This is an optimization exercise on Yosys and OpenROAD, whose aim is small area and few clock cycles per item, not a production implementation.
RTL that was checked went through simulation tests only; none was proved equivalent to the original.
Power is estimated from default activity; no workload was simulated.

## chip_noc_port
module chip_noc_port
#(
   parameter int BUF_DEPTH = 4,
   parameter int CREDITS   = 4
)
(
   input  logic          io_clk_inter,
   input  logic          rst_n_inter_sync_f,
   input  logic [2:0]    offchip_in_valid_i,
   input  logic [191:0]  offchip_in_data_i,
   output logic [2:0]    offchip_in_ready_o,
   output logic [2:0]    tile_in_valid_o,
   output logic [191:0]  tile_in_data_o,
   input  logic [2:0]    tile_in_yummy_i,
   input  logic [2:0]    tile_out_valid_i,
   input  logic [191:0]  tile_out_data_i,
   output logic [2:0]    tile_out_yummy_o,
   output logic [2:0]    offchip_out_valid_o,
   output logic [191:0]  offchip_out_data_o,
   input  logic [2:0]    offchip_out_ready_i
);
Size in the first run: about 790 flip-flops.
==> module valrdy_to_credit, before the edit <==
module valrdy_to_credit
#(
   parameter int BUF_DEPTH = 4,
   parameter int CREDITS   = 4,
   parameter int DATA_W    = 64
)
(
   input  logic              io_clk_inter,
   input  logic              rst_n_inter_sync_f,
   input  logic              in_valid_i,
   input  logic [DATA_W-1:0] in_data_i,
   output logic              in_ready_o,
   output logic              out_valid_o,
   output logic [DATA_W-1:0] out_data_o,
   input  logic              out_yummy_i
);
   localparam int CRED_W = $clog2(CREDITS + 1);
   logic              send;
   logic [CRED_W-1:0] used;
   if ((CREDITS & (CREDITS - 1)) == 0)
   begin : g_pow2
      assign in_ready_o = !used[CRED_W-1] || out_yummy_i;
   end
   else
   begin : g_any
      assign in_ready_o = (used != CRED_W'(CREDITS)) || out_yummy_i;
   end
   assign send        = in_valid_i && in_ready_o;
   assign out_valid_o = send;
   assign out_data_o  = in_data_i;
   always_ff @(posedge io_clk_inter)
   begin
      if (!rst_n_inter_sync_f)
      begin
         used <= '0;
      end
      else if (send && !out_yummy_i)
      begin
         used <= used + 1'b1;
      end
      else if (out_yummy_i && !send)
      begin
         used <= used - 1'b1;
      end
   end
endmodule
export LEC_CHECK = 0
export CAP_MARGIN = 20
export CORE_MARGIN = 2
export CORE_UTILIZATION = 40
export PLACE_DENSITY = 0.6
export SLEW_MARGIN = 20
create_clock -name core_clock -period 5.0 [get_ports {io_clk_inter}]
standard.sh (not shown) runs the stock make flow with config.mk's settings and CLKGATE_MAP_FILE= SYNTH_SCRIPT=/design/flow/synth_recipe.tcl, a recipe that flattens the netlist after the stock synthesis.
==> flow/flow/run.sh <==
#!/bin/bash
# The standard layout (the standard.sh, unchanged synthesis and steps), with
# two settings changed through ORFS's own variables:
#  - port buffers use the smallest plain buffer (buf_1) instead of the cell
#    buffer_ports picks by default (clkdlybuf4s50_1); every port still gets one;
#  - clock tree synthesis uses a smaller clock buffer list and no dummy loads.
set -euo pipefail
export BUFFER_PORTS_ARGS="-buffer_cell sky130_fd_sc_hd__buf_1"
export CTS_ARGS="-sink_clustering_enable -repair_clock_nets -dont_use_dummy_load -buf_list sky130_fd_sc_hd__clkbuf_8 -sink_clustering_size 16 -sink_clustering_max_diameter 100"
bash standard.sh finish > flow_make.log 2>&1
Testbench counts at the start, summed over its fixed seeds: cycles 4,101, flits 19,200.
Change:
--- a/flow/design.v
+++ b/flow/design.v
@@ -94,13 +94,13 @@
    logic              send;
    logic [CRED_W-1:0] used;
    if ((CREDITS & (CREDITS - 1)) == 0)
    begin : g_pow2
-      assign in_ready_o = !used[CRED_W-1] || out_yummy_i;
+      assign in_ready_o = !used[CRED_W-1];
    end
    else
    begin : g_any
-      assign in_ready_o = (used != CRED_W'(CREDITS)) || out_yummy_i;
+      assign in_ready_o = (used != CRED_W'(CREDITS));
    end
    assign send        = in_valid_i && in_ready_o;
    assign out_valid_o = send;
    assign out_data_o  = in_data_i;
The new run ran to the end with no violations.
Count of clock-buffer cells in the layout stays the same.
Via count falls by about 0.4%.
Clock power is about the same.
Power rises by about 0.7%.
Worst setup slack improves by 0.19 ns.
Global-route usage decreases by 0.60 points.
Utilization hardly moves.
Area after synthesis does not change.
Die area does not change.
Sequential cell count does not change.
Sequential share of layout area climbs by 0.13 points.
Testbench counts after the change, summed over its fixed seeds: cycles 4,103, flits 19,200.

--- another note on this design; it stands on its own ---

## chip_noc_port
module chip_noc_port
#(
   parameter int BUF_DEPTH = 4,
   parameter int CREDITS   = 4
)
(
   input  logic          io_clk_inter,
   input  logic          rst_n_inter_sync_f,
   input  logic [2:0]    offchip_in_valid_i,
   input  logic [191:0]  offchip_in_data_i,
   output logic [2:0]    offchip_in_ready_o,
   output logic [2:0]    tile_in_valid_o,
   output logic [191:0]  tile_in_data_o,
   input  logic [2:0]    tile_in_yummy_i,
   input  logic [2:0]    tile_out_valid_i,
   input  logic [191:0]  tile_out_data_i,
   output logic [2:0]    tile_out_yummy_o,
   output logic [2:0]    offchip_out_valid_o,
   output logic [191:0]  offchip_out_data_o,
   input  logic [2:0]    offchip_out_ready_i
);
clock: 5.0 ns
lec_check: 0
cap_margin: 20
core_margin: 2
core_utilization: 40
cts_buf_list: sky130_fd_sc_hd__clkbuf_4
place_density: 0.6
slew_margin: 20
run.sh (not shown) runs the stock make flow with config.mk's settings and CLKGATE_MAP_FILE= SYNTH_SCRIPT=/design/flow/synth_recipe.tcl, a recipe that flattens the netlist after the stock synthesis.
Edit:
==> flow/flow/run.sh (new file) <==
#!/bin/bash
# The standard layout (the standard.sh, unchanged synthesis and steps), with
# two settings changed through ORFS's own variables:
#  - port buffers use the smallest plain buffer (buf_1) instead of the cell
#    buffer_ports picks by default (clkdlybuf4s50_1); every port still gets one;
#  - clock tree synthesis uses a smaller clock buffer list and no dummy loads.
set -euo pipefail
export BUFFER_PORTS_ARGS="-buffer_cell sky130_fd_sc_hd__buf_1"
export CTS_ARGS="-sink_clustering_enable -repair_clock_nets -dont_use_dummy_load -buf_list sky130_fd_sc_hd__clkbuf_8 -sink_clustering_size 16 -sink_clustering_max_diameter 100"
bash standard.sh finish > flow_make.log 2>&1
==> flow/standard.sh (new file) <==
#!/bin/bash
# synth_recipe.tcl (not shown) runs the flow's synth.tcl, then flattens the netlist and writes it again
# the make line also repeats each setting of config.mk as NAME=value (left out here)
make -C /OpenROAD-flow-scripts/flow DESIGN_CONFIG=/design/flow/config.mk WORK_HOME=/design/flow/orfs CLKGATE_MAP_FILE= SYNTH_SCRIPT=/design/flow/synth_recipe.tcl "${@:-finish}"
--- a/flow/config.mk
+++ b/flow/config.mk
@@ -8,6 +8,5 @@
 export CAP_MARGIN = 20
 export CORE_MARGIN = 2
-export CORE_UTILIZATION = 40
-export CTS_BUF_LIST = sky130_fd_sc_hd__clkbuf_4
-export PLACE_DENSITY = 0.6
+export CORE_UTILIZATION = 60
+export PLACE_DENSITY = 0.7
 export SLEW_MARGIN = 20
removed: flow/run.sh
Core utilization grows by 15 points; sequential share of layout area grows by 9.5 points; total power shrinks by about 20%; routed wire length grows by about 13%; global-route usage grows by 15 points; die area shrinks by 33%; hold slack barely changes.
Edit:
--- a/flow/config.mk
+++ b/flow/config.mk
@@ -8,5 +8,5 @@
 export CAP_MARGIN = 20
 export CORE_MARGIN = 2
-export CORE_UTILIZATION = 60
-export PLACE_DENSITY = 0.7
+export CORE_UTILIZATION = 40
+export PLACE_DENSITY = 0.6
 export SLEW_MARGIN = 20
What happened:
- wire length goes down by roughly a tenth
- clock-buffer cell count came out higher by 1
- synthesized area stays the same
- synthesized cell count is unchanged
- cell count came out higher by roughly a tenth
- via count goes down by a few percent
- power stays flat
- register-to-register slack degrades by 0.27 ns
- core utilization goes down by 21 points
- worst hold slack got worse by 0.0031 ns
Function was not checked in any run of this note: the RTL went through the layout flow alone.

[static timing again, ports no longer ideal]
No port has a modelled driver above. Below, the same layouts with a new extraction and two added sets of constraints. Step 1, drivers: a clkbuf_16 drives io_clk_inter and a buf_2 each remaining input, both assumed. Step 2, shift: input delay + t, output delay - t, t = (earliest + latest rising clock arrival at the registers) / 2. This alone moves slack from input paths to output paths. Slacks: ideal ports / drivers / drivers and shift; pairs: ideal ports / drivers.
| run | shift t [ns] | setup WS [ns] | worst hold slack (ns) | worst setup path at the end | pins driven straight from the clock port |
|---|---|---|---|---|---|
| the first run of note 1 | 0.688 | 1.017 / 0.968 / 1.656 | 0.494 / 0.494 / 0.494 | register to output | 1 |
| the second run of note 1 | 0.721 | 1.203 / 1.136 / 1.743 | 0.527 / 0.512 / 0.527 | input to register | 1 |
| the first run of note 2 | 1.022 | 0.584 / 0.520 / 1.159 | 0.518 / 0.518 / 0.518 | input to output | 1 |
| the second run of note 2 | 0.732 | 1.149 / 1.093 / 1.825 | 0.520 / 0.515 / 0.520 | register to output | 1 |
| the third run of note 2 | 0.716 | 1.105 / 1.042 / 1.758 | 0.517 / 0.517 / 0.517 | register to output | 1 |
After both steps every run listed still meets setup and hold.
